This is an optimization exercise on Yosys and OpenROAD, whose aim is small area, a short achievable clock period and few clock cycles, not a production implementation.
The RTL was checked by simulation tests, not by an equivalence proof against the original design.
Power figures rest on the tool's default switching activity, not on a simulated workload.

File: design/flow/flow/run.sh
#!/bin/bash
# The standard layout (standard.sh: ORFS synthesis through finish, unchanged),
# with the timing repair after CTS and after global routing told to aim for
# SETUP_SLACK_MARGIN ns of setup slack, so it works toward a shorter period
# than the 10 ns clock. make's whole output goes to flow_make.log here; ORFS
# also keeps each step's log under orfs/logs.
set -euo pipefail
bash standard.sh SETUP_SLACK_MARGIN=6.75 finish > flow_make.log 2>&1
File: design/flow/standard.sh
#!/bin/bash
# synth_recipe.tcl (not shown) runs the flow's synth.tcl, then flattens the netlist and writes it again
# the make line also repeats each setting of config.mk as NAME=value (left out here)
make -C /OpenROAD-flow-scripts/flow DESIGN_CONFIG=/design/flow/config.mk WORK_HOME=/design/flow/orfs CLKGATE_MAP_FILE= SYNTH_SCRIPT=/design/flow/synth_recipe.tcl "${@:-finish}"
File: design/flow/config.mk
export PLATFORM = sky130hd
export DESIGN_NAME = one_shot_periodic_timer_bank_top
export DESIGN_NICKNAME = one_shot_periodic_timer_bank_top
export VERILOG_FILES = /design/flow/design.v
export SDC_FILE = /design/flow/constraint.sdc
export NUM_CORES = 4
export LEC_CHECK = 0
export CAP_MARGIN = 20
export CORE_MARGIN = 2
export CORE_UTILIZATION = 60
export CTS_CLUSTER_DIAMETER = 100
export CTS_CLUSTER_SIZE = 25
export SLEW_MARGIN = 20
File: design/flow/constraint.sdc
create_clock -name core_clock -period 10.0 [get_ports {clk}]
set_input_delay 2.0000 -clock core_clock [delete_from_list [all_inputs] [get_ports {clk}]]
set_output_delay 2.0000 -clock core_clock [all_outputs]
set_load 0.01 [all_outputs]
File: design/flow/design.v
`default_nettype none
package tmrbank_pkg;
  localparam int OP_W   = 3;
  localparam int SLOT_W = 4;
  localparam int INT_W  = 31;
  localparam int EV_W   = 2;
  localparam int STS_W  = 2;
  localparam logic [OP_W-1:0] OP_TICK       = 3'd0;
  localparam logic [OP_W-1:0] OP_START_ONE  = 3'd1;
  localparam logic [OP_W-1:0] OP_START_PER  = 3'd2;
  localparam logic [OP_W-1:0] OP_RESTART    = 3'd3;
  localparam logic [OP_W-1:0] OP_CANCEL     = 3'd4;
  localparam logic [OP_W-1:0] OP_CANCEL_ALL = 3'd5;
  localparam logic [EV_W-1:0] EV_EXPIRED = 2'd0;
  localparam logic [EV_W-1:0] EV_CREATED = 2'd1;
  localparam logic [EV_W-1:0] EV_ACK     = 2'd2;
  localparam logic [STS_W-1:0] STS_OK       = 2'd0;
  localparam logic [STS_W-1:0] STS_FULL     = 2'd1;
  localparam logic [STS_W-1:0] STS_INACTIVE = 2'd2;
  localparam int MAX_RES = 16;
  localparam int CNT_W   = 5;
  localparam int QDEPTH = 2;
  localparam int QCNT_W = 2;
  typedef struct packed {
    logic [OP_W-1:0]   op;
    logic [SLOT_W-1:0] slot;
    logic              slot_ok;
    logic [INT_W-1:0]  interval;
  } cmd_t;
endpackage
`default_nettype wire
`default_nettype none
`default_nettype wire
`default_nettype none
`default_nettype wire
`default_nettype none
import tmrbank_pkg::*;
module one_shot_periodic_timer_bank_top #(
  parameter int SLOT_COUNT = 16,
  parameter int TIME_BITS  = 16
) (
  input  wire logic                           clk,
  input  wire logic                           rst_n,
  input  wire logic                           in_valid,
  output logic                                in_ready,
  input  wire logic [tmrbank_pkg::OP_W-1:0]   in_operation,
  input  wire logic [tmrbank_pkg::SLOT_W-1:0] in_slot,
  input  wire logic [tmrbank_pkg::INT_W-1:0]  in_interval_ms,
  output logic                                out_valid,
  input  wire logic                           out_ready,
  output logic [tmrbank_pkg::EV_W-1:0]        out_event_res,
  output logic [tmrbank_pkg::SLOT_W-1:0]      out_slot_id,
  output logic [tmrbank_pkg::STS_W-1:0]       out_status,
  output logic                                out_was_periodic,
  output logic                                out_last
);
  localparam int N  = 16;
  localparam int TW = 16;
  logic [N-1:0]  a_r, b_r;
  logic [TW-1:0] dl_r [N];    
  logic [TW-1:0] em_r [N];    
  logic [N-1:0]  ez_r;        
  logic [TW-1:0] c_r;         
  logic [N-1:0]  mt_r;        
  logic [N-1:0]  fr_r;        
  logic          fu_r;        
  logic [N-1:0]  pm_r;        
  logic [N-1:0]  rl_r;        
  logic [N-1:0]  rb_r;        
  logic [TW-1:0] rb_e_r;      
  logic          rdy_r;
  logic          xv_r;
  logic [2:0]    xop_r;
  logic [3:0]    xslot_r;
  logic          xbig_r;       
  logic [TW-1:0] xeff_r;       
  logic          ov_r, sv_r;
  logic [9:0]    ob_r, sb_r;   
  function automatic logic [N-1:0] low_bit(input logic [N-1:0] m);
    logic [N-1:0] p;
    p = m;
    for (int s = 1; s < N; s = s * 2) p = p | (p << s);
    low_bit = m & ~(p << 1);
  endfunction
  function automatic logic [TW-1:0] ks_add(input logic [TW-1:0] a, input logic [TW-1:0] b);
    logic [TW-1:0] g, p, t;
    t = a ^ b;
    g = a & b;
    p = t;
    for (int s = 1; s < TW; s = s * 2) begin
      g = g | (p & (g << s));
      p = p & (p << s);
    end
    ks_add = t ^ (g << 1);
  endfunction
  function automatic logic [3:0] enc(input logic [N-1:0] oh);
    logic [3:0] r;
    r = '0;
    for (int i = 0; i < N; i++) if (oh[i]) r = r | 4'(i);
    enc = r;
  endfunction
  logic exec, o_free;
  assign exec   = xv_r && rdy_r;
  assign o_free = !ov_r || out_ready;
  logic is_tick, is_start, is_restart, is_cancel, is_cancel_all;
  assign is_tick       = exec && (xop_r == OP_TICK);
  assign is_start      = exec && ((xop_r == OP_START_ONE) || (xop_r == OP_START_PER));
  assign is_restart    = exec && (xop_r == OP_RESTART);
  assign is_cancel     = exec && (xop_r == OP_CANCEL);
  assign is_cancel_all = exec && (xop_r == OP_CANCEL_ALL);
  logic [TW-1:0] em_sel;
  always_comb begin
    em_sel = '0;
    for (int i = 0; i < N; i++) em_sel = em_sel | (em_r[i] & {TW{rl_r[i]}});
  end
  logic         rb_z;
  logic [N-1:0] hit;
  assign rb_z = (rb_e_r == '0);
  always_comb begin
    for (int i = 0; i < N; i++) begin
      if (rl_r[i])      hit[i] = a_r[i] && ez_r[i];
      else if (rb_r[i]) hit[i] = a_r[i] && rb_z;
      else              hit[i] = a_r[i] && mt_r[i];
    end
  end
  logic [N-1:0] h_low, p_low;
  logic [N-1:0] h_rest, p_rest;
  assign h_low  = low_bit(hit);
  assign h_rest = hit & ~h_low;
  assign p_low  = low_bit(pm_r);
  assign p_rest = pm_r & ~p_low;
  logic [N-1:0]  act, free_low;
  logic          full;
  assign act      = a_r | b_r;
  assign free_low = fr_r;
  assign full     = fu_r;
  logic [N-1:0] sl_oh;
  logic         sl_act;
  assign sl_oh  = N'(1) << xslot_r;
  assign sl_act = |(act & sl_oh);
  logic [N-1:0] a_clr, b_clr;
  assign a_clr = ((hit & ~b_r) & {N{is_tick}}) | (sl_oh & {N{is_cancel}}) | {N{is_cancel_all}};
  assign b_clr = (sl_oh & {N{is_cancel}}) | {N{is_cancel_all}} | (free_low & {N{is_start}});
  logic [N-1:0] a_n, b_n;
  assign a_n = (a_r & ~a_clr) | (free_low & {N{is_start && !full && !xbig_r}});
  assign b_n = (b_r & ~b_clr) | (free_low & {N{is_start && !full && (xbig_r || (xop_r == OP_START_PER))}});
  logic [TW-1:0] c_n;
  logic [N-1:0]  mt_n;
  assign c_n = is_tick ? c_r + TW'(1) : c_r;
  always_comb begin
    for (int i = 0; i < N; i++)
      mt_n[i] = rb_r[i] ? (rb_e_r == TW'(is_tick)) : (dl_r[i] == c_n);
  end
  logic       x_beat;
  logic [9:0] x_b;
  always_comb begin
    x_beat = 1'b0;
    x_b    = {EV_EXPIRED, enc(h_low), STS_OK, |(h_low & b_r), (h_rest == '0)};
    unique case (xop_r)
      OP_TICK: begin
        x_beat = |hit;
      end
      OP_START_ONE, OP_START_PER: begin
        x_beat = 1'b1;
        x_b    = {EV_CREATED, full ? 4'd0 : enc(free_low), full ? STS_FULL : STS_OK, 1'b0, 1'b1};
      end
      OP_RESTART, OP_CANCEL: begin
        x_beat = 1'b1;
        x_b    = {EV_ACK, xslot_r, sl_act ? STS_OK : STS_INACTIVE, 1'b0, 1'b1};
      end
      OP_CANCEL_ALL: begin
        x_beat = 1'b1;
        x_b    = {EV_ACK, 4'd0, STS_OK, 1'b0, 1'b1};
      end
      default: ;
    endcase
    x_beat = x_beat && exec;
  end
  logic p_any, p_go;
  assign p_any = (pm_r != '0);
  assign p_go  = p_any && o_free && !sv_r;
  logic [9:0] nb;
  logic       nbv;
  always_comb begin
    if (sv_r) begin
      nb  = sb_r;
      nbv = 1'b1;
    end else if (p_any) begin
      nb  = {EV_EXPIRED, enc(p_low), STS_OK, |(p_low & b_r), (p_rest == '0)};
      nbv = 1'b1;
    end else begin
      nb  = x_b;
      nbv = x_beat;
    end
  end
  logic [N-1:0] pm_n;
  logic         pm_z_n, sv_n, xv_n;
  always_comb begin
    pm_n   = pm_r;
    pm_z_n = !p_any;
    if (is_tick) begin
      pm_n   = h_rest;
      pm_z_n = (h_rest == '0);
    end else if (p_go) begin
      pm_n   = p_rest;
      pm_z_n = (p_rest == '0);
    end
    sv_n = !o_free && (sv_r || x_beat);
    xv_n = rdy_r ? in_valid : xv_r;
  end
  always_ff @(posedge clk) begin
    if (!rst_n) begin
      a_r    <= '0;
      b_r    <= '0;
      fr_r   <= N'(1);
      fu_r   <= 1'b0;
      c_r    <= TW'(1);
      pm_r   <= '0;
      rl_r   <= '0;
      rb_r   <= '0;
      rdy_r  <= 1'b1;
      xv_r   <= 1'b0;
      ov_r   <= 1'b0;
      sv_r   <= 1'b0;
    end else begin
      if (o_free) ov_r <= nbv;
      sv_r   <= sv_n;
      pm_r   <= pm_n;
      xv_r   <= xv_n;
      rdy_r  <= !xv_n || (pm_z_n && !sv_n);
      rb_r   <= rl_r;
      rl_r   <= ((p_low & b_r) & {N{p_go}}) |
                ((h_low & b_r) & {N{is_tick}}) |
                (free_low & {N{is_start && !full}}) |
                (sl_oh & {N{is_restart && sl_act}});
      c_r    <= c_n;
      a_r    <= a_n;
      b_r    <= b_n;
      fr_r   <= low_bit(~(a_n | b_n));
      fu_r   <= &(a_n | b_n);
    end
  end
  always_ff @(posedge clk) begin
    rb_e_r <= em_sel - (is_tick ? TW'(2) : TW'(1));
    mt_r   <= mt_n;
    if (o_free) ob_r <= nb;
    if (!o_free && x_beat) sb_r <= x_b;
    if (rdy_r) begin
      xop_r   <= in_operation;
      xslot_r <= in_slot;
      xbig_r  <= |in_interval_ms[INT_W-1:TW];
      xeff_r  <= {in_interval_ms[TW-1:1], in_interval_ms[0] || (in_interval_ms[TW-1:0] == '0)};
    end
    for (int i = 0; i < N; i++) begin
      if (rb_r[i]) dl_r[i] <= ks_add(c_r, rb_e_r);
      if (is_start && !full && free_low[i]) begin
        em_r[i] <= xeff_r;
        ez_r[i] <= (xeff_r == TW'(1));
      end
    end
  end
  assign in_ready         = rdy_r;
  assign out_valid        = ov_r;
  assign {out_event_res, out_slot_id, out_status, out_was_periodic, out_last} = ob_r;
endmodule
`default_nettype wire
==> flow_summary.yaml, run 1 <==
worst_setup_path:
  path_max_fanout: 17
  worstReg2RegStart: "xop_r[1]$_DFFE_PP_"
  crit_type: "reg -> reg"
  critPathArrivalTime_ns: 3.85
  cp-end-kind: "flip-flop"
  worstSetupStartpoint: "xop_r[1]$_DFFE_PP_"
  startpoint_type: "flip-flop"
  crit_required_ns: 10.52
die:
  ioPinCount: 54
  initial_utilization_pct: 60.36
  die_h_um: 230.5
  coreArea_um2: 50990
  die_width_um: 230.5
  core.rowCount: 83
  dieArea_um2: 53120
clock_tree:
  htree_levels: 2
  clockBufferDepth: 3
  cts_tree: "yes"
  ctsHoldBuffers: 0
  clk_pin_slew_ns: 0.11
  cts_made_buffers: 35
  root_buffer: "clkbuf_16"
  clk_latency_ns: 0.62
  cts_num_sinks: 720
yosys:
  synthXorXnorAreaFrac_pct: 8.696
  synth_edf_count: 572
  synth_flop_cell: "edfxtp_1"
  syn-mean-instance-area_um2: 13.41
  synth_top_family_by_area: "simple AND/OR/NAND/NOR gates"
  ys_ff_latch: 720
  mappedNetlistArea_um2: 30780
  synth-compound-area-share_pct: 10.78
  synth_mux_area_share_pct: 0.03252
  ys_warn_count: 3
  synthCells: 2295
  synthAdderAreaFrac_pct: 1.025
  synthDistinctLibCells: 101
  syn_nets: 2357
  synth-simple-area-share_pct: 11.83
  yosysSeqAreaShare_pct: 65.44
  synthArstFlopShare_pct: 0
detailed_routing:
  ant_nets: 0
  met3_length_mm: 7.979
  wl_per_cell_um: 29.17
  vias: 21102
  vias_per_cell: 6.586
  routed_wl_mm: 93.46
  highest_layer: "met4"
  drc: 0
  first_iter_violations: 2476
  wl_met2_mm: 45.28
  drt_pass1_iterations: 6
  m1WireLength_mm: 36.49
layout:
  fillers: 3500
  syn_to_final_growth_pct: 15.90
  fin_area_um2: 35670
  nets: 2558
  multi_input_area_um2: 10930
  drive_gt1_share_pct: 17.80
  mostFrequentLayoutCell: "edfxtp_1"
  final_util_pct: 69.96
  ff_latch_area_um2: 20200
  final_cell_mix: "edfxtp_1 (572), xnor2_1 (201), buf_4 (159)"
timing:
  worst_pin_slew_ns: 1.399
  final_max_slew_viol_count: 0
  finalSetupTns_ns: 0
  hold_viol: 0
  setup_viol: 0
  relSlewSlack_pct: 6.466
  skew_ns: 0.04273
  fmax_mhz: 300.1
  period_needed_ns: 3.332
  period_share_pct: 33.32
  timing.hold.ws_ns: 0.5314
  rsz0062_at_grt: "yes"
pwr:
  p_per_area_nw_per_um2: 149.9
  switchingPower_w: 0.001221
  p_leak_nw: 11.81
  seq_power_share_pct: 62.9
  total_power_w: 0.005348
  switching_share_pct: 22.82
  pwr-share-clk_pct: 30.8
  peakVddDrop_v: 0.0001427
  p_comb_share_pct: 6.4
  p_int_w: 0.004128
global_route:
  grt_antenna_before_repair: 1
  grt_usage_pct: 34.44
  grt_max_degree: 67
  overflow: 0
  grt_pass1_vias: 20153
  grt_pass1_wl_mm: 132.9
placed_design:
  dp_hpwl_mm: 57.56
  gp_congestion: 0.9508
  numPortBuffers: 53
  post_dp_cell_area_um2: 32280
flow_run:
  max_cap_violations: 0
hold_path:
  min_from: "rl_r[4]$_SDFF_PN0_"
  min_path_type: "reg -> reg"
status:
  status: "complete, no violations"
[final timing paths]
check                            end  slack [ns]  cells past startpoint
hold reg to reg   rb_r[4]$_SDFF_PN0_        0.53                      1
hold / removal    rb_r[4]$_SDFF_PN0_        0.53                      1
setup / recovery     mt_r[2]$_DFF_P_        6.67                     13
setup reg to reg     mt_r[2]$_DFF_P_        6.67                     13
[what timing repair did]
item                                    in CTS  in global routing
cloned                                       4                  5
pin swaps                                   28                 54
hold endpoints to repair                     0                  0
resized for setup                          141                141
endpoints found under the setup margin     145                163
setup buffers                               56                 70
[flip-flops by register name, indices dropped and copies added (netlist names), 3 cells and up]
signal	count
dl_r	256
ob_r	10
xeff_r	16
xop_r	3
c_r	16
fr_r	16
pm_r	15
rl_r	16
rb_r	16
a_r	16
rb_e_r	16
em_r	256
b_r	16
mt_r	16
xslot_r	4
sb_r	10
ez_r	16
[power groups by stage]
stage	Combinational [W]	Sequential [W]	Clock (W)
after floorplan	0.000145	0.00342	0
after global placement	0.000279	0.00343	0
after detailed placement	0.000285	0.00343	0
after CTS	0.000312	0.00336	0.00164
after global routing	0.000361	0.00337	0.00174
final	0.000341	0.00336	0.00165
[final cells by class]
class,count,share of cell area (%)
diodes,1,0.007015
clock buffers,58,2.697
clock inverters,6,0.2490
inverters,31,0.3718
multi-input cells,1448,30.63
flip-flops and latches,720,56.63
well taps,680,2.385
repair buffers,259,7.005
repair inverters,1,0.02455
[Yosys cell counts (all sizes together), types with 17 or more instances]
library cell	number	area (µm²)
edfxtp	572	17180
xnor2	213	1903
dfxtp	148	2963
nand2	144	548.0
nor2	125	471.7
xor2	84	773.2
a22oi	83	623.1
nand3	77	385.4
a21oi	75	379.1
clkbuf	72	371.6
o21ai	70	350.3
nor4	61	469.2
and2	60	375.4
nor3	59	311.5
nand4	50	327.8
a221oi	35	306.5
inv	31	116.4
buf	25	165.2
a22o	23	201.4
a31oi	18	112.6
ha	18	225.2
o41ai	17	148.9
[critical path: stages, from the launching register on]
cell and delay, ns:
edfxtp_1 0.48, nor3_4 0.22, buf_6 0.13, buf_12 0.11
nand4_1 0.18, nor3_4 0.37, buf_4 0.17, nand3_1 0.13
xor2_2 0.20, buf_12 0.17, xnor2_1 0.15, nor4_2 0.48
nand4_1 0.21, o41ai_2 0.23
[metrics by stage]
step                std cells  worst slack, ns
detailed placement       3004            5.163
finish                   3204            6.668
global placement         3004            5.248
CTS                      3128            6.661
floorplan                2295            6.833
global route             3203            6.574
[cells by family after synthesis]
kind of cell,count (synthesis)
DFF,720
AOI/OAI and AO/OA,448
adders and majority gates,25
muxes,1
and+or+nand+nor,674
buffers and inverters,130
xor gates and xnor gates,297
[per-layer routing]
metal  track usage (%)  vias to the layer above
li1                  -                     9171
met1             46.93                    10616
met2             57.27                     1131
met3             4.644                      184
met4             12.18                        0
met5                 0                        -
Testbench counts, summed over its fixed seeds: cycles 39,461.
==> run 2: changes to the inputs <==
--- a/design/flow/config.mk
+++ b/design/flow/config.mk
@@ -12,2 +12,3 @@
 export CTS_CLUSTER_SIZE = 25
 export SLEW_MARGIN = 20
+export TNS_END_PERCENT = 10
==> run 2 against run 1 <==
  * Still clean on timing, DRC and antenna
  * Synthesized area did not move
  * Global-route usage up 0.10 points
  * Non-clock buffer count down 50
  * Sequential share of layout area grew 1.1 points
  * Critical path type is now in -> reg
  * Largest cell class unchanged
  * Highest routed layer is now met5
==> flow_summary.yaml, run 2 <==
clock_tree:
  cts_made_buffers: 35
  cts_tree: "yes"
  root_buffer: "clkbuf_16"
  clk_pin_slew_ns: 0.09
  clk_latency_ns: 0.62
  htree_levels: 2
  cts_num_sinks: 720
  clockBufferDepth: 3
timing:
  final_max_slew_viol_count: 0
  finalSetupTns_ns: 0
  period_share_pct: 34.87
  setup_viol: 0
  period_needed_ns: 3.487
  fmax_mhz: 286.7
  skew_ns: 0.03439
  relSlewSlack_pct: 33.04
  rsz0062_at_grt: "yes"
  hold_viol: 0
  worst_pin_slew_ns: 0.9995
detailed_routing:
  drt_pass1_iterations: 7
  vias_per_cell: 6.619
  vias: 20883
  wl_per_cell_um: 28.91
  drc: 0
  ant_nets: 0
  first_iter_violations: 2535
  routed_wl_mm: 91.22
layout:
  syn_to_final_growth_pct: 13.48
  mostFrequentLayoutCell: "edfxtp_1"
  drive_gt1_share_pct: 13.78
  fin_area_um2: 34920
  nets: 2509
  final_cell_mix: "edfxtp_1 (572), xnor2_1 (197), dfxtp_1 (143)"
  largestRegisters: "dl_r (256), em_r (256)"
  ff_latch_area_um2: 20150
  multi_input_area_um2: 10690
  fillers: 3665
placed_design:
  gp_congestion: 0.9909
  dp_hpwl_mm: 57.18
  numPortBuffers: 53
  post_dp_cell_area_um2: 32270
yosys:
  synth_edf_count: 572
  synth_top_family_by_area: "simple AND/OR/NAND/NOR gates"
  synthCells: 2295
  synth-compound-area-share_pct: 10.78
  synth_flop_cell: "edfxtp_1"
  yosysSeqAreaShare_pct: 65.44
  synth_top_area_share_pct: 55.81
  synthAdderAreaFrac_pct: 1.025
  synthXorXnorAreaFrac_pct: 8.696
  ys_warn_count: 3
  synth_mux_area_share_pct: 0.03252
  synthArstFlopShare_pct: 0
  syn-mean-instance-area_um2: 13.41
  synth_commonest_cells: "edfxtp_1 (572), xnor2_1 (208), dfxtp_1 (148)"
  syn_nets: 2357
  mappedNetlistArea_um2: 30780
  synthDistinctLibCells: 101
  synth_area_leaders: "edfxtp_1 (56%), dfxtp_1 (9.6%), xnor2_1 (5.9%), xor2_1 (2.2%), a22oi_1 (2.0%)"
  ys_ff_latch: 720
  yosysTopAreaCell: "edfxtp_1"
  yosysMostFrequentCell: "edfxtp_1"
  synth-simple-area-share_pct: 11.83
worst_setup_path:
  crit_top_cell: "nor2_1"
  crit_type: "in -> reg"
  cp-end-kind: "flip-flop"
  path_cells: "clkdlybuf4s50_1, nor2b_4, nor2_1, nand2_1, o32ai_1, a221oi_1, nor2_1"
  path_max_fanout: 9
  critPathArrivalTime_ns: 4.02
  crit_family: "compound AO/OA/AOI/OAI gates"
  crit_buf_inv: 1
  startpoint_type: "input port"
  ff2ff_setup_slack_ns: 6.59
  slowest_stage: "o32ai_1"
  crit_required_ns: 10.53
  cpPeakStageDelay_ns: 0.73
global_route:
  grt_max_degree: 67
  grt_usage_pct: 34.54
  grt_pass1_wl_mm: 133.8
  grt_antenna_before_repair: 2
  grt_pass1_vias: 20350
  overflow: 0
flow_run:
  max_cap_violations: 0
die:
  coreArea_um2: 50990
  ioPinCount: 54
  die_h_um: 230.5
  die_width_um: 230.5
  dieArea_um2: 53120
  core.rowCount: 83
  initial_utilization_pct: 60.36
status:
  status: "complete, no violations"
pwr:
  p_per_area_nw_per_um2: 152.2
  p_leak_nw: 11.52
  peakVddDrop_v: 0.0001366
  total_power_w: 0.005316
hold_path:
  min_path_type: "reg -> reg"
## run 2: cell counts after synthesis
No cell type changed its count.
## run 2: layer usage
metal	vias up	global-route usage, %	share of wire (%)
met5	-	0	0.014
met4	2	13.02	4.4
met3	213	6.003	9.2
met2	1173	57.03	48
met1	10428	46.16	38
li1	9067	-	-
## run 2: cell families after synthesis
logic type | after synthesis
multiplexers | 1
AO/OA/AOI/OAI | 448
AND/OR/NAND/NOR | 674
flip-flops | 720
XOR/XNOR | 297
adder cells (fa/ha/maj) | 25
buffers and inverters | 130
## run 2: stage by stage
stage / util [%] / hold slack [ns] / instances / worst slack, ns
finish: 68.49 / 0.5283 / 3155 / 6.513
global route: 68.49 / 0.5670 / 3154 / 6.502
CTS: 67.73 / 0.5337 / 3122 / 6.512
detailed placement: 63.30 / 0.5113 / 3000 / 5.366
global placement: 63.28 / 0.5136 / 3000 / 5.474
floorplan: - / 0.4835 / 2295 / 6.712
## run 2: final timing paths
check	from	endpoint	cells past startpoint
setup reg to reg	xop_r[0]$_DFFE_PP_	mt_r[4]$_DFF_P_	14
setup / recovery	out_ready	rl_r[2]$_SDFF_PN0_	7
hold / removal	sb_r[8]$_DFFE_PP_	ob_r[8]$_DFFE_PN_	2
hold reg to reg	sb_r[8]$_DFFE_PP_	ob_r[8]$_DFFE_PN_	2
## run 2: worst min-delay path, stage by stage, from the launching register on
cell      delay [ns]
edfxtp_1        0.33
nand2_1         0.04
o21ai_0         0.05
## run 2: cell type report
class / instances / area share [%]
repair buffers: 209 / 5.840
multi-input cells: 1449 / 30.60
inverters: 31 / 0.3798
clock inverters: 7 / 0.2651
diodes: 1 / 0.007165
well taps: 680 / 2.436
flip-flops and latches: 720 / 57.70
clock buffers: 57 / 2.744
repair inverters: 1 / 0.02508
## run 2: repair_timing
item                       CTS  global route
gates cloned                 6             1
setup buffers               52            31
setup endpoints to repair  157           166
hold buffers                 0             0
pin swaps                   29            15
resized for setup          113            32
## run 2: power by group
group / leakage [nW] / internal, W / switching, W
clock network: 0.501 / 0.000685 / 0.000947
logic: 4.60 / 0.000106 / 0.000216
registers: 6.41 / 0.00333 / 0.0000351
total: 11.5 / 0.00412 / 0.00120
==> run 3: changes to the inputs <==
--- a/design/flow/flow/run.sh
+++ b/design/flow/flow/run.sh
@@ -6,3 +6,3 @@
 # also keeps each step's log under orfs/logs.
 set -euo pipefail
-bash standard.sh SETUP_SLACK_MARGIN=6.75 finish > flow_make.log 2>&1
+bash standard.sh SETUP_SLACK_MARGIN=7 finish > flow_make.log 2>&1
--- a/design/flow/config.mk
+++ b/design/flow/config.mk
@@ -12,3 +12,2 @@
 export CTS_CLUSTER_SIZE = 25
 export SLEW_MARGIN = 20
-export TNS_END_PERCENT = 10
==> run 3 against run 2 <==
  * Global-route usage rose by 0.39 points
  * Final cell count rose by 3.9%
  * Critical path type is now reg -> reg
  * Still clean
  * Non-clock buffer count rose by 125
  * Total power rose by 2.1%
  * Synthesized cell count did not move
  * Worst setup slack improved by 0.32 ns
  * Count of clock-buffer cells in the layout rose by 2
  * First-iteration DRC count fell by 2.0%
  * Via count rose by 3.3%
  * Cell area rose by 5.9%
==> flow_summary.yaml, run 3 <==
global_route:
  grt_antenna_before_repair: 1
  grt_max_degree: 67
  grt_usage_pct: 34.94
  grt_pass1_vias: 20382
  overflow: 0
  grt_pass1_wl_mm: 135.0
layout:
  final-instance-count-excl-fill: 3279
  final_cell_mix: "edfxtp_1 (572), xnor2_1 (197), buf_4 (190)"
  final_util_pct: 72.52
  syn_to_final_growth_pct: 20.15
  nets: 2633
  mostFrequentLayoutCell: "edfxtp_1"
  drive_gt1_share_pct: 22.44
  largestRegisters: "dl_r (256), em_r (256)"
  fin_area_um2: 36980
pwr:
  switchingPower_w: 0.001258
  switching_share_pct: 23.17
  seq_power_share_pct: 61.9
  pwr-share-clk_pct: 30.9
  p_int_w: 0.004171
  p_comb_share_pct: 7.2
  peakVddDrop_v: 0.0002116
  p_per_area_nw_per_um2: 146.8
  p_leak_nw: 12.41
clock_tree:
  cts_num_sinks: 720
  ctsHoldBuffers: 0
  htree_levels: 2
  clk_latency_ns: 0.62
  clockBufferDepth: 3
  cts_tree: "yes"
  clk_pin_slew_ns: 0.10
  cts_made_buffers: 35
  root_buffer: "clkbuf_16"
detailed_routing:
  wl_per_cell_um: 29.41
  drt_pass1_iterations: 6
  routed_wl_mm: 96.42
  vias_per_cell: 6.576
  vias: 21562
  ant_nets: 0
  first_iter_violations: 2485
  drc: 0
worst_setup_path:
  r2r_end: "mt_r[2]$_DFF_P_"
  path_max_fanout: 7
  worstSetupStartpoint: "xop_r[0]$_DFFE_PP_"
  critPathArrivalTime_ns: 3.67
  startpoint_type: "flip-flop"
  crit_required_ns: 10.51
  crit_type: "reg -> reg"
  cpPeakStageDelay_ns: 0.52
  crit_buf_inv: 5
  cp-end-kind: "flip-flop"
  worst-r2r-cell-count: 14
  path_cells: "nor3_4, buf_6, buf_12, nand2_8, clkinv_16, nand4_1, or3_4, xor2_4, buf_8, buf_12, xnor2_1, nor4_2, nand4_1, o41ai_2"
  ff2ff_setup_slack_ns: 6.84
  slowest_stage: "or3_4"
  crit_family: "simple AND/OR/NAND/NOR gates"
  worstSetupEndpoint: "mt_r[2]$_DFF_P_"
  worstReg2RegStart: "xop_r[0]$_DFFE_PP_"
  critical_path_depth: 14
timing:
  setup_viol: 0
  skew_ns: 0.03643
  final_critical_path_setup_slack_ns: 6.837
  period_needed_ns: 3.163
  finalSetupTns_ns: 0
  hold_viol: 0
  worst_pin_slew_ns: 1.082
  period_share_pct: 31.63
  rsz0062_at_grt: "yes"
  final_max_slew_viol_count: 0
  relSlewSlack_pct: 27.77
  fmax_mhz: 316.1
yosys:
  synth_mux_area_share_pct: 0.03252
  yosysMostFrequentCell: "edfxtp_1"
  synthAdderAreaFrac_pct: 1.025
  yosysTopAreaCell: "edfxtp_1"
  synthCells: 2295
  syn_nets: 2357
  ys_warn_count: 3
  mappedNetlistArea_um2: 30780
  synthArstFlopShare_pct: 0
  synth-compound-area-share_pct: 10.78
  ys_ff_latch: 720
  synth_top_family_by_area: "simple AND/OR/NAND/NOR gates"
  synth_top_area_share_pct: 55.81
  synthDistinctLibCells: 101
  synth_area_leaders: "edfxtp_1 (56%), dfxtp_1 (9.6%), xnor2_1 (5.9%), xor2_1 (2.2%), a22oi_1 (2.0%)"
  synth_flop_cell: "edfxtp_1"
  synth-simple-area-share_pct: 11.83
  syn-mean-instance-area_um2: 13.41
  synth_edf_count: 572
  synth_commonest_cells: "edfxtp_1 (572), xnor2_1 (208), dfxtp_1 (148)"
  yosysSeqAreaShare_pct: 65.44
  synthXorXnorAreaFrac_pct: 8.696
placed_design:
  dp_hpwl_mm: 56.98
  gp_congestion: 0.9471
  post_dp_cell_area_um2: 32270
  pre_cts_ws_ns: 5.128
  numPortBuffers: 53
  dp_cells: 2991
flow_run:
  max_cap_violations: 0
die:
  die_h_um: 230.5
  core.rowCount: 83
  initial_utilization_pct: 60.36
  coreArea_um2: 50990
  die_width_um: 230.5
  dieArea_um2: 53120
  ioPinCount: 54
status:
  status: "complete, no violations"
hold_path:
  min_path_type: "reg -> reg"
-- run 3: worst min path at each step --
stage                             start                  to  slack, ns  cells past startpoint
global placement    fr_r[10]$_SDFF_PN0_  a_r[10]$_SDFF_PN0_       0.52                      2
detailed placement  fr_r[10]$_SDFF_PN0_  a_r[10]$_SDFF_PN0_       0.52                      2
global route        fr_r[12]$_SDFF_PN0_  a_r[12]$_SDFF_PN0_       0.58                      2
finish              fr_r[10]$_SDFF_PN0_  a_r[10]$_SDFF_PN0_       0.54                      2
floorplan             b_r[5]$_SDFF_PN0_  rl_r[5]$_SDFF_PN0_       0.48                      2
CTS                 fr_r[10]$_SDFF_PN0_  a_r[10]$_SDFF_PN0_       0.54                      2
-- run 3: cells by family after synthesis --
group | Yosys count
AOI/OAI and AO/OA | 448
buffers and inverters | 130
muxes | 1
and+or+nand+nor | 674
adders and majority gates | 25
xor gates and xnor gates | 297
DFF | 720
-- run 3: per-layer routing --
| layer | up-vias | track usage, % | share of wire [%] |
|---|---|---|---|
| met1 | 10796 | 47.91 | 39 |
| met4 | 0 | 11.13 | 3.7 |
| met2 | 1235 | 58.11 | 49 |
| met3 | 202 | 4.941 | 9.0 |
| li1 | 9329 | - | - |
| met5 | - | 0 | 0 |
-- run 3: area by class of cell --
class / count / area (µm²)
Sequential cell: 720 / 20210
Fill cell: 3403 / 14010
Multi-Input combinational cell: 1448 / 11360
Timing Repair Buffer: 334 / 3334
Clock buffer: 59 / 987.2
Tap cell: 680 / 850.8
Inverter: 31 / 142.6
Clock inverter: 5 / 85.08
Timing Repair inverter: 1 / 11.26
Antenna cell: 1 / 2.502
-- run 3: what timing repair did --
action                                  4_1_cts  5_1_grt
endpoints found under the hold margin         0        0
endpoints found under the setup margin      271      166
resized for setup                           260      141
gates cloned                                  5        8
buffers inserted                            113       97
pin swaps                                    52       87
-- run 3: power groups by stage --
| stage | clock (W) | sequential (W) | combinational (W) |
|---|---|---|---|
| after floorplan | 0 | 0.00342 | 0.000145 |
| after global placement | 0 | 0.00343 | 0.000288 |
| after detailed placement | 0 | 0.00343 | 0.000293 |
| after CTS | 0.00168 | 0.00336 | 0.000357 |
| after global routing | 0.00178 | 0.00336 | 0.000415 |
| final | 0.00168 | 0.00336 | 0.000394 |
-- run 3: worst min-delay path, cell delays in order (launching register included) --
cell and delay (ns):
dfxtp_1 0.36, nand2_1 0.09, a21oi_1 0.06
-- run 3: metrics by stage --
stage | hold WS, ns | total power (W)
floorplan | 0.4835 | 0.003563
global placement | 0.5210 | 0.003720
detailed placement | 0.5216 | 0.003728
CTS | 0.5373 | 0.005393
global route | 0.5785 | 0.005552
finish | 0.5429 | 0.005429
==> run 4: changes to the inputs <==
--- a/design/flow/design.v
+++ b/design/flow/design.v
@@ -70,4 +70,5 @@
   logic [TW-1:0] rb_e_r;      
   logic          rdy_r;
+  logic          tk_r;        
   logic          xv_r;
   logic [2:0]    xop_r;
@@ -104,5 +105,5 @@
   assign o_free = !ov_r || out_ready;
   logic is_tick, is_start, is_restart, is_cancel, is_cancel_all;
-  assign is_tick       = exec && (xop_r == OP_TICK);
+  assign is_tick       = tk_r;
   assign is_start      = exec && ((xop_r == OP_START_ONE) || (xop_r == OP_START_PER));
   assign is_restart    = exec && (xop_r == OP_RESTART);
@@ -195,5 +196,6 @@
   end
   logic [N-1:0] pm_n;
-  logic         pm_z_n, sv_n, xv_n;
+  logic         pm_z_n, sv_n, xv_n, rdy_n;
+  logic [2:0]   xop_n;
   always_comb begin
     pm_n   = pm_r;
@@ -207,5 +209,7 @@
     end
     sv_n = !o_free && (sv_r || x_beat);
-    xv_n = rdy_r ? in_valid : xv_r;
+    xv_n  = rdy_r ? in_valid : xv_r;
+    xop_n = rdy_r ? in_operation : xop_r;
+    rdy_n = !xv_n || (pm_z_n && !sv_n);
   end
   always_ff @(posedge clk) begin
@@ -220,4 +224,5 @@
       rb_r   <= '0;
       rdy_r  <= 1'b1;
+      tk_r   <= 1'b0;
       xv_r   <= 1'b0;
       ov_r   <= 1'b0;
@@ -228,5 +233,6 @@
       pm_r   <= pm_n;
       xv_r   <= xv_n;
-      rdy_r  <= !xv_n || (pm_z_n && !sv_n);
+      rdy_r  <= rdy_n;
+      tk_r   <= xv_n && rdy_n && (xop_n == OP_TICK);
       rb_r   <= rl_r;
       rl_r   <= ((p_low & b_r) & {N{p_go}}) |
==> run 4 against run 3 <==
  * Non-clock buffer count shrank 65
  * Register-to-register slack lost 0.19 ns
  * Sequential power is essentially flat
  * First-iteration DRC count grew 5.9%
  * Cell area shrank 2.7%
  * Total power grew 0.31%
  * Routed wire length shrank 4.3%
  * Final cell count shrank 2.6%
  * Synthesized cell count shrank 0.31%
  * Critical endpoint is now ob_r[0]$_DFFE_PN_
  * Highest routed layer is now met5
==> flow_summary.yaml, run 4 <==
detailed_routing:
  first_iter_violations: 2632
  drc: 0
  vias: 21014
  drt_pass1_iterations: 6
  ant_nets: 0
  wl_per_cell_um: 28.88
  routed_wl_mm: 92.24
  vias_per_cell: 6.579
yosys:
  synthDistinctLibCells: 81
  syn_nets: 2350
  yosysTopAreaCell: "edfxtp_1"
  syn-mean-instance-area_um2: 13.31
  yosysSeqAreaShare_pct: 66.10
  synth_area_leaders: "edfxtp_1 (56%), dfxtp_1 (10%), xnor2_1 (5.7%), xor2_1 (2.9%), nand2_1 (1.9%)"
  ys_ff_latch: 721
  yosysMostFrequentCell: "edfxtp_1"
  synthArstFlopShare_pct: 0
  ys_warn_count: 3
  synth_edf_count: 569
  synth_top_area_share_pct: 56.11
  synth_flop_cell: "edfxtp_1"
  synthCells: 2288
  synth_commonest_cells: "edfxtp_1 (569), xnor2_1 (199), dfxtp_1 (152), nand2_1 (152), nor2_1 (138)"
  mappedNetlistArea_um2: 30450
timing:
  timing.hold.ws_ns: 0.5363
  final_max_slew_viol_count: 0
  fmax_mhz: 298.0
  skew_ns: 0.02153
  hold_viol: 0
  worst_pin_slew_ns: 1.062
  final_critical_path_setup_slack_ns: 6.644
  setup_viol: 0
  finalSetupTns_ns: 0
  period_share_pct: 33.56
  rsz0062_at_grt: "yes"
  period_needed_ns: 3.356
  relSlewSlack_pct: 28.87
global_route:
  overflow: 0
  grt_pass1_vias: 20349
  grt_pass1_wl_mm: 132.3
  grt_max_degree: 65
  grt.busiest_layer: "met2"
  use_met1_pct: 46.46
  grt_antenna_before_repair: 2
  grt_usage_pct: 34.50
  use_met2_pct: 55.33
  grt_use_met3_pct: 7.856
clock_tree:
  ctsHoldBuffers: 0
  htree_levels: 2
  cts_made_buffers: 35
  clk_latency_ns: 0.61
  clk_pin_slew_ns: 0.09
  cts_num_sinks: 721
  cts_tree: "yes"
  clockBufferDepth: 3
  root_buffer: "clkbuf_16"
die:
  initial_utilization_pct: 60.70
  ioPinCount: 54
  dieArea_um2: 52570
  core.rowCount: 82
  coreArea_um2: 50170
  die_width_um: 229.3
  die_h_um: 229.3
worst_setup_path:
  critPathArrivalTime_ns: 3.70
  ff2ff_setup_slack_ns: 6.64
  startpoint_type: "flip-flop"
  cp-end-kind: "flip-flop"
  crit_top_cell: "buf_6"
  slowest_stage: "or4_4"
  path_max_fanout: 5
  crit_type: "reg -> reg"
  worst-r2r-cell-count: 13
  crit_required_ns: 10.35
  cpPeakStageDelay_ns: 0.54
  path_cells: "or4_4, nor4_4, buf_6, buf_4, buf_6, nand2_8, o31ai_4, nor3_2, and3_4, o311ai_2, a221oi_2, or2_1, a221o_1"
placed_design:
  dp_hpwl_mm: 56.66
  pre_cts_ws_ns: 5.808
  gp_congestion: 1.037
  numPortBuffers: 53
layout:
  largestRegisters: "dl_r (256), em_r (256)"
  drive_gt1_share_pct: 20.63
  mostFrequentLayoutCell: "edfxtp_1"
  syn_to_final_growth_pct: 18.19
  final_cell_mix: "edfxtp_1 (569), xnor2_1 (184), buf_4 (162)"
  nets: 2557
hold_path:
  min_path_type: "reg -> reg"
  whs_path_depth: 2
pwr:
  p_per_area_nw_per_um2: 151.3
  peakVddDrop_v: 0.0001369
  p_leak_nw: 11.90
flow_run:
  max_cap_violations: 0
status:
  status: "complete, no violations"
## run 4: final timing paths
check,end,startpoint
worst max-delay path,ob_r[0]$_DFFE_PN_,rb_e_r[5]$_DFF_P_
worst min-delay path,ob_r[7]$_DFFE_PN_,sb_r[7]$_DFFE_PP_
worst max register to register,ob_r[0]$_DFFE_PN_,rb_e_r[5]$_DFF_P_
worst min register to register,ob_r[7]$_DFFE_PN_,sb_r[7]$_DFFE_PP_
## run 4: final cells by class
cell class | count | area [µm²]
clock buffer | 56 | 954.7
timing repair buffer | 269 | 2450
antenna | 1 | 2.502
clock inverter | 7 | 117.6
fill | 3370 | 14180
tap | 672 | 840.8
inverter | 29 | 108.9
sequential | 721 | 20160
multi-input combinational | 1439 | 11360
## run 4: timing repair
item                                    CTS  global route
resized for setup                       235           109
endpoints found under the setup margin  398           161
gates cloned                              7             2
pin swaps                                63            62
setup buffers                            88            52
## run 4: metal layers
| metal | vias to the layer above | part of all wire (%) |
|---|---|---|
| met5 | - | 0.0087 |
| met1 | 10477 | 39 |
| met3 | 180 | 10 |
| li1 | 9136 | - |
| met2 | 1219 | 47 |
| met4 | 2 | 3.7 |
## run 4: power breakdown
part,internal (W),switching (W),total [W]
clock,0.000708,0.000945,0.00165
combinational,0.000162,0.000262,0.000424
sequential,0.00334,0.0000330,0.00337
total,0.00421,0.00124,0.00545
## run 4: kinds of logic (layout without fill, tap and decap cells)
group / Yosys count / in the layout / share of synthesized area, %
other: 0 / 1 / 0
buffers and inverters: 134 / 361 / 1.837
xor gates and xnor gates: 299 / 300 / 8.600
muxes: 8 / 8 / 0.2794
adders and majority gates: 23 / 23 / 0.9697
AOI/OAI and AO/OA: 447 / 447 / 11.03
and+or+nand+nor: 656 / 661 / 11.18
DFF: 721 / 721 / 66.10
## run 4: through the flow
stage	instance area, µm²	power [W]	util [%]	instances
2_1_floorplan	30560	0.003574	-	2288
3_3_place_gp	32250	0.003736	64.29	2981
6_report	35990	0.005446	71.74	3194
3_5_place_dp	32250	0.003742	64.29	2981
4_1_cts	35020	0.005401	69.81	3139
5_1_grt	35990	0.005584	71.73	3193
## run 4: critical path, delay by kind of cell (launching register included)
kind | cells | cell delay (ns)
simple gates | 6 | 1.46
compound gates | 4 | 0.83
buf+inv | 3 | 0.46
flops | 1 | 0.33
Testbench counts of run 4, summed over its fixed seeds: cycles 39,461.
==> run 5: changes to the inputs <==
--- a/design/flow/flow/run.sh
+++ b/design/flow/flow/run.sh
@@ -6,3 +6,3 @@
 # also keeps each step's log under orfs/logs.
 set -euo pipefail
-bash standard.sh SETUP_SLACK_MARGIN=7 finish > flow_make.log 2>&1
+bash standard.sh SETUP_SLACK_MARGIN=6.75 finish > flow_make.log 2>&1
==> run 5 against run 4 <==
  * Sequential share of layout area up 1.9 points
  * Global-route usage down 0.69 points
  * Still clean
  * Critical endpoint unchanged
  * Critical path type unchanged
  * First-iteration DRC count about the same
==> flow_summary.yaml, run 5 <==
status:
  status: "complete, no violations"
pwr:
  p_per_area_nw_per_um2: 154.0
  peakVddDrop_v: 0.0001721
  total_power_w: 0.005357
  p_leak_nw: 11.39
detailed_routing:
  ant_nets: 0
  vias: 20520
  first_iter_violations: 2631
  vias_per_cell: 6.541
  drc: 0
  drt_pass1_iterations: 6
  wl_per_cell_um: 28.57
  routed_wl_mm: 89.61
layout:
  drive_gt1_share_pct: 15.90
  syn_to_final_growth_pct: 14.20
  final_cell_mix: "edfxtp_1 (569), xnor2_1 (187), nand2_1 (149)"
  diodes: 0
  final_util_pct: 69.32
  nets: 2500
  largestRegisters: "dl_r (256), em_r (256)"
  mostFrequentLayoutCell: "edfxtp_1"
  fillers: 3553
timing:
  period_needed_ns: 3.404
  finalSetupTns_ns: 0
  rsz0062_at_grt: "yes"
  period_share_pct: 34.04
  hold_viol: 0
  fmax_mhz: 293.7
  final_max_slew_viol_count: 0
  skew_ns: 0.03474
  relSlewSlack_pct: 24.29
  worst_pin_slew_ns: 1.125
  setup_viol: 0
yosys:
  synthArstFlopShare_pct: 0
  yosysTopAreaCell: "edfxtp_1"
  mappedNetlistArea_um2: 30450
  yosysMostFrequentCell: "edfxtp_1"
  synth_commonest_cells: "edfxtp_1 (569), xnor2_1 (199), dfxtp_1 (152), nand2_1 (152), nor2_1 (138)"
  synthDistinctLibCells: 81
  ys_ff_latch: 721
  synth_top_area_share_pct: 56.11
  synth_edf_count: 569
  synth_area_leaders: "edfxtp_1 (56%), dfxtp_1 (10%), xnor2_1 (5.7%), xor2_1 (2.9%), nand2_1 (1.9%)"
  synth_flop_cell: "edfxtp_1"
  yosysSeqAreaShare_pct: 66.10
  syn-mean-instance-area_um2: 13.31
  ys_warn_count: 3
  synthCells: 2288
  syn_nets: 2350
worst_setup_path:
  startpoint_type: "flip-flop"
  crit_type: "reg -> reg"
  crit_required_ns: 10.35
  critPathArrivalTime_ns: 3.75
  path_max_fanout: 5
  worstReg2RegStart: "rb_e_r[12]$_DFF_P_"
  cp-end-kind: "flip-flop"
  worstSetupStartpoint: "rb_e_r[12]$_DFF_P_"
die:
  die_h_um: 229.3
  coreArea_um2: 50170
  initial_utilization_pct: 60.70
  dieArea_um2: 52570
  ioPinCount: 54
  core.rowCount: 82
  die_width_um: 229.3
global_route:
  grt_usage_pct: 33.80
  grt_antenna_before_repair: 1
  grt_pass1_wl_mm: 129.9
  overflow: 0
  grt_pass1_vias: 19587
  grt_max_degree: 42
clock_tree:
  htree_levels: 2
  clockBufferDepth: 3
  cts_tree: "yes"
  cts_num_sinks: 721
  ctsHoldBuffers: 0
  clk_latency_ns: 0.62
  clk_pin_slew_ns: 0.11
  cts_made_buffers: 35
  root_buffer: "clkbuf_16"
hold_path:
  min_from: "sb_r[7]$_DFFE_PP_"
  min_path_type: "reg -> reg"
placed_design:
  dp_hpwl_mm: 56.40
  numPortBuffers: 53
  gp_congestion: 0.9875
flow_run:
  max_cap_violations: 0
==> run 5: cell counts after synthesis <==
Identical to the previous run, type by type.
==> run 5: cell type report <==
type                    count  area, µm²  area share, %
clock inverters             5      87.58         0.2519
flip-flops and latches    721      20150          57.94
inverters                  29      108.9         0.3130
well taps                 672      840.8          2.418
repair buffers            213       1804          5.188
multi-input cells        1438      10800          31.05
clock buffers              59      985.9          2.835
==> run 5: worst paths after layout <==
| path | to | slack, ns | depth (start not counted) |
|---|---|---|---|
| hold reg to reg | ob_r[7]$_DFFE_PN_ | 0.52 | 2 |
| setup / recovery | ob_r[0]$_DFFE_PN_ | 6.60 | 12 |
| setup reg to reg | ob_r[0]$_DFFE_PN_ | 6.60 | 12 |
| hold / removal | ob_r[7]$_DFFE_PN_ | 0.52 | 2 |
==> run 5: report_power, final <==
| part | total (W) | leakage [nW] | switching (W) | internal, W |
|---|---|---|---|---|
| registers | 0.00337 | 6.41 | 0.0000331 | 0.00334 |
| logic | 0.000335 | 4.47 | 0.000223 | 0.000112 |
| clock network | 0.00165 | 0.509 | 0.000951 | 0.000700 |
| total | 0.00536 | 11.4 | 0.00121 | 0.00415 |
==> run 5: timing repair <==
item / 4_1_cts / 5_1_grt
gates cloned: 4 / 1
resized for setup: 112 / 90
buffers inserted: 41 / 44
pin swaps: 31 / 36
setup endpoints to repair: 153 / 155
endpoints found under the hold margin: 0 / 0
==> run 5: routing by layer <==
layer	vias to the layer above	global-route usage [%]	share of wire, %
met4	0	11.36	3.6
met5	-	0	0
met3	165	4.856	9.0
met2	1113	54.07	47
li1	9019	-	-
met1	10223	48.04	40
==> run 5: metrics by stage <==
| step | cells | hold slack (ns) | worst slack, ns | cell area, µm² |
|---|---|---|---|---|
| 2_1_floorplan | 2288 | 0.4886 | 6.758 | 30470 |
| 6_report | 3137 | 0.5224 | 6.596 | 34780 |
| 4_1_cts | 3092 | 0.5173 | 6.682 | 34020 |
| 3_5_place_dp | 2983 | 0.5186 | 5.830 | 32150 |
| 5_1_grt | 3137 | 0.5403 | 6.544 | 34780 |
| 3_3_place_gp | 2983 | 0.5112 | 5.924 | 32150 |
==> run 5: critical path, cell delays in order (launching register included) <==
cell       delay [ns]
dfxtp_2          0.33
or4_4            0.54
nor4_4           0.28
buf_6            0.23
buf_12           0.13
nand2_8          0.07
o31ai_4          0.29
buf_6            0.17
a2111oi_4        0.05
o311ai_2         0.37
a221oi_2         0.15
or2_1            0.25
a221o_1          0.29
==> run 5: kinds of logic after synthesis <==
kind of cell / Yosys count / share of synthesized area (%)
buffers and inverters: 134 / 1.837
AOI/OAI and AO/OA: 447 / 11.03
adders and majority gates: 23 / 0.9697
xor gates and xnor gates: 299 / 8.600
muxes: 8 / 0.2794
DFF: 721 / 66.10
and+or+nand+nor: 656 / 11.18
==> run 6: changes to the inputs <==
--- a/design/flow/design.v
+++ b/design/flow/design.v
@@ -69,4 +69,5 @@
   logic [N-1:0]  rb_r;        
   logic [TW-1:0] rb_e_r;      
+  logic          rb_z_r;      
   logic          rdy_r;
   logic          tk_r;        
@@ -117,5 +118,5 @@
   logic         rb_z;
   logic [N-1:0] hit;
-  assign rb_z = (rb_e_r == '0);
+  assign rb_z = rb_z_r;
   always_comb begin
     for (int i = 0; i < N; i++) begin
@@ -249,4 +250,5 @@
   always_ff @(posedge clk) begin
     rb_e_r <= em_sel - (is_tick ? TW'(2) : TW'(1));
+    rb_z_r <= (em_sel == (is_tick ? TW'(2) : TW'(1)));
     mt_r   <= mt_n;
     if (o_free) ob_r <= nb;
==> run 6 against run 5 <==
  * Combinational power is 3% lower
  * Critical path type is now reg -> out
  * Clock skew is 0.0070 ns lower
  * First-iteration DRC count is 12% lower
  * Synthesized area is 1.1% higher
==> flow_summary.yaml, run 6 <==
timing:
  period_needed_ns: 3.299
  final_max_slew_viol_count: 0
  finalSetupTns_ns: 0
  period_share_pct: 32.99
  setup_viol: 0
  skew_ns: 0.02773
  relSlewSlack_pct: 27.05
  timing.hold.ws_ns: 0.5029
  final_critical_path_setup_slack_ns: 6.701
  hold_viol: 0
  rsz0062_at_grt: "yes"
  worst_pin_slew_ns: 1.093
  fmax_mhz: 303.1
clock_tree:
  root_buffer: "clkbuf_16"
  cts_num_sinks: 722
  clockBufferDepth: 3
  htree_levels: 2
  clk_pin_slew_ns: 0.11
  cts_made_buffers: 35
  cts_tree: "yes"
  clk_latency_ns: 0.61
yosys:
  yosysSeqAreaShare_pct: 65.45
  synth_top_family_by_area: "compound AO/OA/AOI/OAI gates"
  synth_mux_area_share_pct: 0.7112
  syn-mean-instance-area_um2: 13.32
  synth_flop_cell: "edfxtp_1"
  ys_ff_latch: 722
  mappedNetlistArea_um2: 30790
  yosysTopAreaCell: "edfxtp_1"
  yosysMostFrequentCell: "edfxtp_1"
  synth_edf_count: 569
  synth-compound-area-share_pct: 11.20
  synthAdderAreaFrac_pct: 1.028
  ys_warn_count: 3
  synth_top_area_share_pct: 55.50
  synth_commonest_cells: "edfxtp_1 (569), xnor2_1 (160), dfxtp_1 (153)"
  synthArstFlopShare_pct: 0
  synthXorXnorAreaFrac_pct: 8.669
  syn_nets: 2373
  synthDistinctLibCells: 93
  synth-simple-area-share_pct: 11.05
  synthCells: 2311
  synth_area_leaders: "edfxtp_1 (56%), dfxtp_1 (9.9%), xnor2_1 (4.6%), xor2_1 (3.6%), nor2_1 (1.6%)"
hold_path:
  whs_path_depth: 2
  min_to: "a_r[0]$_SDFF_PN0_"
  min_from: "fr_r[0]$_SDFF_PN1_"
  min_path_type: "reg -> reg"
worst_setup_path:
  cpPeakStageDelay_ns: 0.37
  path_max_fanout: 16
  r2r_end: "ob_r[1]$_DFFE_PN_"
  startpoint_type: "flip-flop"
  slowest_stage: "dfxtp_4"
  cp-end-kind: "primary output"
  critPathArrivalTime_ns: 1.30
  worst-r2r-cell-count: 9
  crit_type: "reg -> out"
  ff2ff_setup_slack_ns: 6.79
  crit_required_ns: 8.00
  path_cells: "buf_12, clkbuf_2"
  worstReg2RegStart: "rb_r[5]$_SDFF_PN0_"
global_route:
  grt_antenna_before_repair: 1
  grt_pass1_wl_mm: 126.5
  grt_max_degree: 70
  overflow: 0
  grt_pass1_vias: 19590
  grt_usage_pct: 32.68
layout:
  drive_gt1_share_pct: 10.90
  largestRegisters: "dl_r (256), em_r (256)"
  nets: 2450
  mostFrequentLayoutCell: "edfxtp_1"
  syn_to_final_growth_pct: 10.35
  final_cell_mix: "edfxtp_1 (569), xnor2_1 (149), dfxtp_1 (144)"
flow_run:
  max_cap_violations: 0
die:
  die_h_um: 230.5
  ioPinCount: 54
  initial_utilization_pct: 60.38
  dieArea_um2: 53140
  coreArea_um2: 50990
  core.rowCount: 83
  die_width_um: 230.5
detailed_routing:
  drc: 0
  drt_pass1_iterations: 6
  vias_per_cell: 6.566
  vias: 20322
  first_iter_violations: 2312
  wl_per_cell_um: 28.18
  ant_nets: 0
  routed_wl_mm: 87.23
pwr:
  p_leak_nw: 11.35
  total_power_w: 0.005331
  p_per_area_nw_per_um2: 156.9
  peakVddDrop_v: 0.0001548
placed_design:
  numPortBuffers: 53
  pre_cts_ws_ns: 5.818
  dp_hpwl_mm: 55.58
  gp_congestion: 0.9507
status:
  status: "complete, no violations"
## run 6: routing by layer
metal | wire length, µm | global-route usage (%) | vias up
met5 | 0 | 0 | -
met1 | 35150 | 44.66 | 10156
met3 | 7012 | 5.212 | 169
li1 | - | - | 8987
met2 | 41740 | 53.52 | 1010
met4 | 3328 | 11.67 | 0
## run 6: power breakdown
part	leakage [nW]	total (W)	internal, W	switching [W]
registers	6.44	0.00337	0.00334	0.0000333
logic	4.40	0.000324	0.000102	0.000222
clock network	0.502	0.00164	0.000690	0.000948
## run 6: final cells by class
type | instances | area [µm²]
fill | 3687 | 17020
timing repair buffer | 144 | 1265
inverter | 36 | 138.9
tap | 680 | 850.8
antenna | 2 | 5.005
sequential | 722 | 20170
clock buffer | 56 | 964.7
multi-input combinational | 1449 | 10490
clock inverter | 6 | 87.58
## run 6: stage by stage
stage	utilization [%]	std cells	area, µm²
floorplan	-	2311	30840
global placement	63.65	3014	32450
detailed placement	63.65	3014	32450
CTS	66.32	3086	33820
global route	66.61	3093	33970
finish	66.62	3095	33970
## run 6: critical path: cells and delay by family, from the launching register on
kind	cells	cell delay [ns]
buffers and inverters	2	0.31
DFF	1	0.37
## run 6: what timing repair did
| action | 4_1_cts | 5_1_grt |
|---|---|---|
| hold buffers | 0 | 0 |
| cloned | 1 | 1 |
| pin swaps | 6 | 5 |
| buffers inserted | 9 | 6 |
| endpoints found under the setup margin | 166 | 113 |
| resized for setup | 74 | 32 |
## run 6: kinds of logic after synthesis
family,Yosys count
flip-flops,722
AND/OR/NAND/NOR,640
AO/OA/AOI/OAI,468
XOR/XNOR,297
buffers and inverters,140
adder cells (fa/ha/maj),25
multiplexers,19
## run 6: worst max-delay path by stage
stage	end	startpoint	cells after the start
floorplan	pm_r[5]$_SDFFE_PN0P_	out_ready	7
detailed placement	fr_r[12]$_SDFF_PN0_	rst_n	7
global route	in_ready	rdy_r$_SDFF_PN1_	2
finish	in_ready	rdy_r$_SDFF_PN1_	2
global placement	fu_r$_SDFF_PN0_	rst_n	8
CTS	in_ready	rdy_r$_SDFF_PN1_	2
Testbench counts of run 6, summed over its fixed seeds: cycles 39,461.
==> run 7: changes to the inputs <==
--- a/design/flow/flow/run.sh
+++ b/design/flow/flow/run.sh
@@ -6,3 +6,3 @@
 # also keeps each step's log under orfs/logs.
 set -euo pipefail
-bash standard.sh SETUP_SLACK_MARGIN=6.75 finish > flow_make.log 2>&1
+bash standard.sh SETUP_SLACK_MARGIN=7 finish > flow_make.log 2>&1
==> run 7 against run 6 <==
  * Flip-flop and latch count unchanged
  * Via count grew 0.61%
  * Synthesized area did not move
  * Synthesized cell count stayed put
  * Worst hold slack worse by 0.0015 ns
  * Clock power fell by 4%
  * Global-route usage grew 0.58 points
  * Critical path depth is 1 lower
  * Worst setup slack improved by 0.15 ns
  * Critical path type unchanged
  * Largest power group unchanged
  * Sequential power barely moved
==> flow_summary.yaml, run 7 <==
status:
  status: "complete, no violations"
worst_setup_path:
  slowest_stage: "dfxtp_4"
  crit_buf_inv: 1
  crit_type: "reg -> out"
  critPathArrivalTime_ns: 1.15
  path_max_fanout: 2
  cpPeakStageDelay_ns: 0.43
  path_cells: "buf_6"
  crit_family: "flip-flops"
  startpoint_type: "flip-flop"
  crit_required_ns: 8.00
  cp-end-kind: "primary output"
die:
  initial_utilization_pct: 60.38
  coreArea_um2: 50990
  ioPinCount: 54
  die_width_um: 230.5
  die_h_um: 230.5
  core.rowCount: 83
  dieArea_um2: 53140
detailed_routing:
  routed_wl_mm: 89.05
  drc: 0
  wl_per_cell_um: 28.52
  vias: 20445
  vias_per_cell: 6.549
  first_iter_violations: 2305
  drt_pass1_iterations: 6
  ant_nets: 0
yosys:
  synthAdderAreaFrac_pct: 1.028
  ys_ff_latch: 722
  yosysSeqAreaShare_pct: 65.45
  synthDistinctLibCells: 93
  yosysMostFrequentCell: "edfxtp_1"
  synthCells: 2311
  synthXorXnorAreaFrac_pct: 8.669
  synth-simple-area-share_pct: 11.05
  mappedNetlistArea_um2: 30790
  yosysTopAreaCell: "edfxtp_1"
  synth-compound-area-share_pct: 11.20
  synth_top_family_by_area: "compound AO/OA/AOI/OAI gates"
  ys_warn_count: 3
  synth_mux_area_share_pct: 0.7112
  synth_edf_count: 569
  synth_top_area_share_pct: 55.50
  syn-mean-instance-area_um2: 13.32
  synthArstFlopShare_pct: 0
  synth_flop_cell: "edfxtp_1"
  syn_nets: 2373
  synth_area_leaders: "edfxtp_1 (56%), dfxtp_1 (9.9%), xnor2_1 (4.6%), xor2_1 (3.6%), nor2_1 (1.6%)"
  synth_commonest_cells: "edfxtp_1 (569), xnor2_1 (160), dfxtp_1 (153)"
layout:
  nets: 2478
  drive_gt1_share_pct: 13.76
  final_cell_mix: "edfxtp_1 (569), xnor2_1 (147), dfxtp_1 (141)"
  mostFrequentLayoutCell: "edfxtp_1"
  largestRegisters: "dl_r (256), em_r (256)"
  final-instance-count-excl-fill: 3122
  syn_to_final_growth_pct: 12.71
clock_tree:
  clk_pin_slew_ns: 0.11
  root_buffer: "clkbuf_16"
  cts_made_buffers: 34
  cts_num_sinks: 722
  clockBufferDepth: 3
  cts_tree: "yes"
  clk_latency_ns: 0.59
  htree_levels: 2
timing:
  worst_pin_slew_ns: 1.062
  skew_ns: 0.02308
  finalSetupTns_ns: 0
  period_needed_ns: 3.149
  period_share_pct: 31.49
  final_max_slew_viol_count: 0
  rsz0062_at_grt: "yes"
  setup_viol: 0
  hold_viol: 0
  fmax_mhz: 317.5
  relSlewSlack_pct: 29.10
global_route:
  grt_pass1_vias: 19431
  grt_pass1_wl_mm: 128.6
  overflow: 0
  grt_max_degree: 70
  grt_usage_pct: 33.26
  grt_antenna_before_repair: 0
hold_path:
  min_path_type: "reg -> reg"
placed_design:
  numPortBuffers: 53
  gp_congestion: 0.9963
  dp_cells: 3009
  dp_hpwl_mm: 55.79
pwr:
  peakVddDrop_v: 0.0001564
  p_per_area_nw_per_um2: 153.4
  p_leak_nw: 11.60
flow_run:
  max_cap_violations: 0
-- run 7: final timing paths --
path | from | to | slack, ns | depth (start not counted)
min reg2reg | fr_r[0]$_SDFF_PN1_ | a_r[0]$_SDFF_PN0_ | 0.50 | 2
max reg2reg | rb_r[8]$_SDFF_PN0_ | ob_r[1]$_DFFE_PN_ | 7.07 | 9
max | rdy_r$_SDFF_PN1_ | in_ready | 6.85 | 1
min | fr_r[0]$_SDFF_PN1_ | a_r[0]$_SDFF_PN0_ | 0.50 | 2
-- run 7: repair_timing --
item                                    4_1_cts  5_1_grt
setup buffers                                27       22
hold buffers                                  0        0
endpoints found under the setup margin      262      138
pin swaps                                    21       20
resized for setup                           136       69
gates cloned                                  2        0
-- run 7: worst reg2reg max path, delay by kind of cell (launching register included) --
kind / cells / cell delay, ns
and+or+nand+nor: 3 / 0.75
muxes: 1 / 0.43
AOI/OAI and AO/OA: 4 / 1.05
DFF: 1 / 0.35
buffers and inverters: 1 / 0.20
-- run 7: power breakdown --
group / switching [W] / total [W] / internal, W / leakage (nW)
combinational: 0.000248 / 0.000385 / 0.000137 / 4.70
sequential: 0.0000318 / 0.00337 / 0.00334 / 6.44
clock: 0.000912 / 0.00157 / 0.000657 / 0.464
total: 0.00119 / 0.00532 / 0.00413 / 11.6
-- run 7: cell type report --
class | count | area [µm²]
flip-flops and latches | 722 | 20180
diodes | 1 | 2.502
multi-input cells | 1450 | 10870
well taps | 680 | 850.8
clock inverters | 4 | 37.54
inverters | 36 | 137.6
clock buffers | 57 | 937.1
fillers | 3607 | 16290
repair buffers | 172 | 1683
-- run 7: per-stage QoR --
step           worst slack, ns  util (%)  hold slack [ns]  area, µm²  power [W]
6_report                 6.851     68.05           0.5015      34700   0.005323
5_1_grt                  6.814     68.05           0.5057      34700   0.005459
4_1_cts                  6.780     67.08           0.5075      34210   0.005318
3_5_place_dp             5.897     63.75           0.4962      32510   0.003749
3_3_place_gp             5.913     63.67           0.4824      32470   0.003738
2_1_floorplan            6.874         -           0.4634      30920   0.003578
-- run 7: layer usage --
layer / track usage, % / vias up / wire, µm
met5: 0 / - / 0
met4: 10.24 / 0 / 2846
met3: 4.163 / 159 / 6928
met2: 55.00 / 937 / 43180
met1: 46.46 / 10315 / 36100
li1: - / 9034 / -
-- run 7: cell families after synthesis --
logic type                 count (synthesis)
muxes                                     19
buffers and inverters                    140
AOI/OAI and AO/OA                        468
and+or+nand+nor                          640
xor gates and xnor gates                 297
adders and majority gates                 25
DFF                                      722
==> run 8: changes to the inputs <==
--- a/design/flow/config.mk
+++ b/design/flow/config.mk
@@ -8,5 +8,5 @@
 export CAP_MARGIN = 20
 export CORE_MARGIN = 2
-export CORE_UTILIZATION = 60
+export CORE_UTILIZATION = 70
 export CTS_CLUSTER_DIAMETER = 100
 export CTS_CLUSTER_SIZE = 25
==> run 8 against run 7 <==
  * Final cell count shrank 2.6%
  * Clock skew grew 0.010 ns
  * Highest routed layer unchanged
  * Worst setup slack lost 0.12 ns
  * Critical endpoint is now mt_r[8]$_DFF_P_
  * Worst hold slack gained 0.017 ns
  * Still clean
  * Clock power is essentially flat
  * Critical path depth grew 9
  * Largest power group unchanged
  * Maximum frequency shrank 3.8%
  * Flip-flop and latch count is the same
  * Routed wire length grew 7.0%
  * Synthesized cell count is the same
  * Count of clock-buffer cells in the layout grew 1
==> flow_summary.yaml, run 8 <==
status:
  status: "complete, no violations"
clock_tree:
  cts_tree: "yes"
  htree_levels: 2
detailed_routing:
  first_iter_violations: 3623
  vias: 21896
  drc: 0
  drt_pass1_iterations: 7
  wl_per_cell_um: 31.35
  ant_nets: 0
  routed_wl_mm: 95.33
  vias_per_cell: 7.200
worst_setup_path:
  ff2ff_setup_slack_ns: 6.73
  path_max_fanout: 20
  worst-r2r-cell-count: 10
  cpPeakStageDelay_ns: 0.61
  slowest_stage: "nor4_4"
timing:
  final_max_slew_viol_count: 0
  hold_viol: 0
  relSlewSlack_pct: 25.48
  finalSetupTns_ns: 0
  skew_ns: 0.03355
layout:
  largestRegisters: "dl_r (256), em_r (256)"
  mostFrequentLayoutCell: "edfxtp_1"
  final_util_pct: 80.40
  nets: 2491
  drive_gt1_share_pct: 14.38
yosys:
  synth_edf_count: 569
  synth_flop_cell: "edfxtp_1"
  synthCells: 2311
  synthDistinctLibCells: 93
  syn-mean-instance-area_um2: 13.32
  yosysTopAreaCell: "edfxtp_1"
  yosysSeqAreaShare_pct: 65.45
  synth_commonest_cells: "edfxtp_1 (569), xnor2_1 (160), dfxtp_1 (153)"
  ys_ff_latch: 722
hold_path:
  whs_path_depth: 2
  min_from: "fr_r[10]$_SDFF_PN0_"
  min_to: "a_r[10]$_SDFF_PN0_"
pwr:
  peakVddDrop_v: 0.0001879
  switching_share_pct: 22.93
  seq_power_share_pct: 63.0
  switchingPower_w: 0.001227
  p_leak_nw: 11.59
die:
  die_h_um: 213.7
global_route:
  grt_antenna_before_repair: 0
  grt_usage_pct: 40.66
  grt_max_degree: 70
  overflow: 0
placed_design:
  post_dp_cell_area_um2: 32370
[run 8: cell counts after synthesis]
Identical to the previous run, type by type.
[run 8: worst max-delay path, delay by kind of cell, from the launching register on]
family          cells  cell delay [ns]
flops               1             0.41
xor+xnor            2             0.59
compound gates      1             0.28
simple gates        5             1.52
buf+inv             2             0.37
[run 8: worst max-delay path by stage]
stage | slack (ns) | from | end | depth (start not counted)
global route | 6.70 | c_r[1]$_SDFF_PN0_ | mt_r[8]$_DFF_P_ | 10
finish | 6.73 | tk_r$_SDFF_PN0_ | mt_r[8]$_DFF_P_ | 10
floorplan | 6.87 | out_ready | pm_r[5]$_SDFFE_PN0P_ | 7
global placement | 5.86 | out_ready | rl_r[15]$_SDFF_PN0_ | 7
detailed placement | 5.88 | out_ready | rl_r[15]$_SDFF_PN0_ | 7
CTS | 6.82 | rdy_r$_SDFF_PN1_ | in_ready | 1
[run 8: through the flow]
step / std cells / power, W / setup WS (ns)
6_report: 3041 / 0.005350 / 6.727
5_1_grt: 3040 / 0.005443 / 6.700
4_1_cts: 3003 / 0.005273 / 6.824
3_5_place_dp: 2916 / 0.003737 / 5.881
3_3_place_gp: 2916 / 0.003726 / 5.862
2_1_floorplan: 2311 / 0.003578 / 6.874
[run 8: final cells by class]
type                            instances  area [µm²]  area share (%)
Inverter                               36       141.4          0.4064
Clock inverter                          4       38.79          0.1115
Antenna cell                            1       2.502        0.007193
Clock buffer                           58       940.9           2.705
Timing Repair Buffer                  185        1852           5.323
Sequential cell                       722       20190           58.04
Multi-Input combinational cell       1450       10890           31.31
Tap cell                              585       732.0           2.104
[run 8: power groups by stage]
stage / sequential (W) / clock (W) / combinational, W
finish: 0.00337 / 0.00160 / 0.000379
global route: 0.00337 / 0.00168 / 0.000394
CTS: 0.00337 / 0.00157 / 0.000327
detailed placement: 0.00344 / 0 / 0.000296
global placement: 0.00344 / 0 / 0.000288
floorplan: 0.00342 / 0 / 0.000154
[run 8: cells by family after synthesis]
| logic type | after synthesis | share of synthesized area [%] |
|---|---|---|
| flip-flops | 722 | 65.45 |
| AND/OR/NAND/NOR | 640 | 11.05 |
| AO/OA/AOI/OAI | 468 | 11.20 |
| XOR/XNOR | 297 | 8.669 |
| buffers and inverters | 140 | 1.898 |
| adder cells (fa/ha/maj) | 25 | 1.028 |
| multiplexers | 19 | 0.7112 |
[run 8: metal layers]
metal	vias up	global-route usage [%]	wire (µm)
met5	-	0	0
met2	1807	65.15	44390
met3	372	8.465	12140
met1	10652	53.19	32730
li1	9065	-	-
met4	0	20.81	6071
[run 8: what timing repair did]
| action | CTS | global route |
|---|---|---|
| gates resized for setup | 133 | 97 |
| setup endpoints to repair | 384 | 203 |
| cloned | 1 | 2 |
| pin swaps | 16 | 20 |
| setup buffers | 24 | 33 |

Setup slack of run 8, layout unchanged: 6.727 ns with ideal ports, 6.727 ns with driving cells assumed (clock clkbuf_16, inputs buf_2), 6.339 ns with port delays also shifted by the 0.643 ns mid clock arrival.
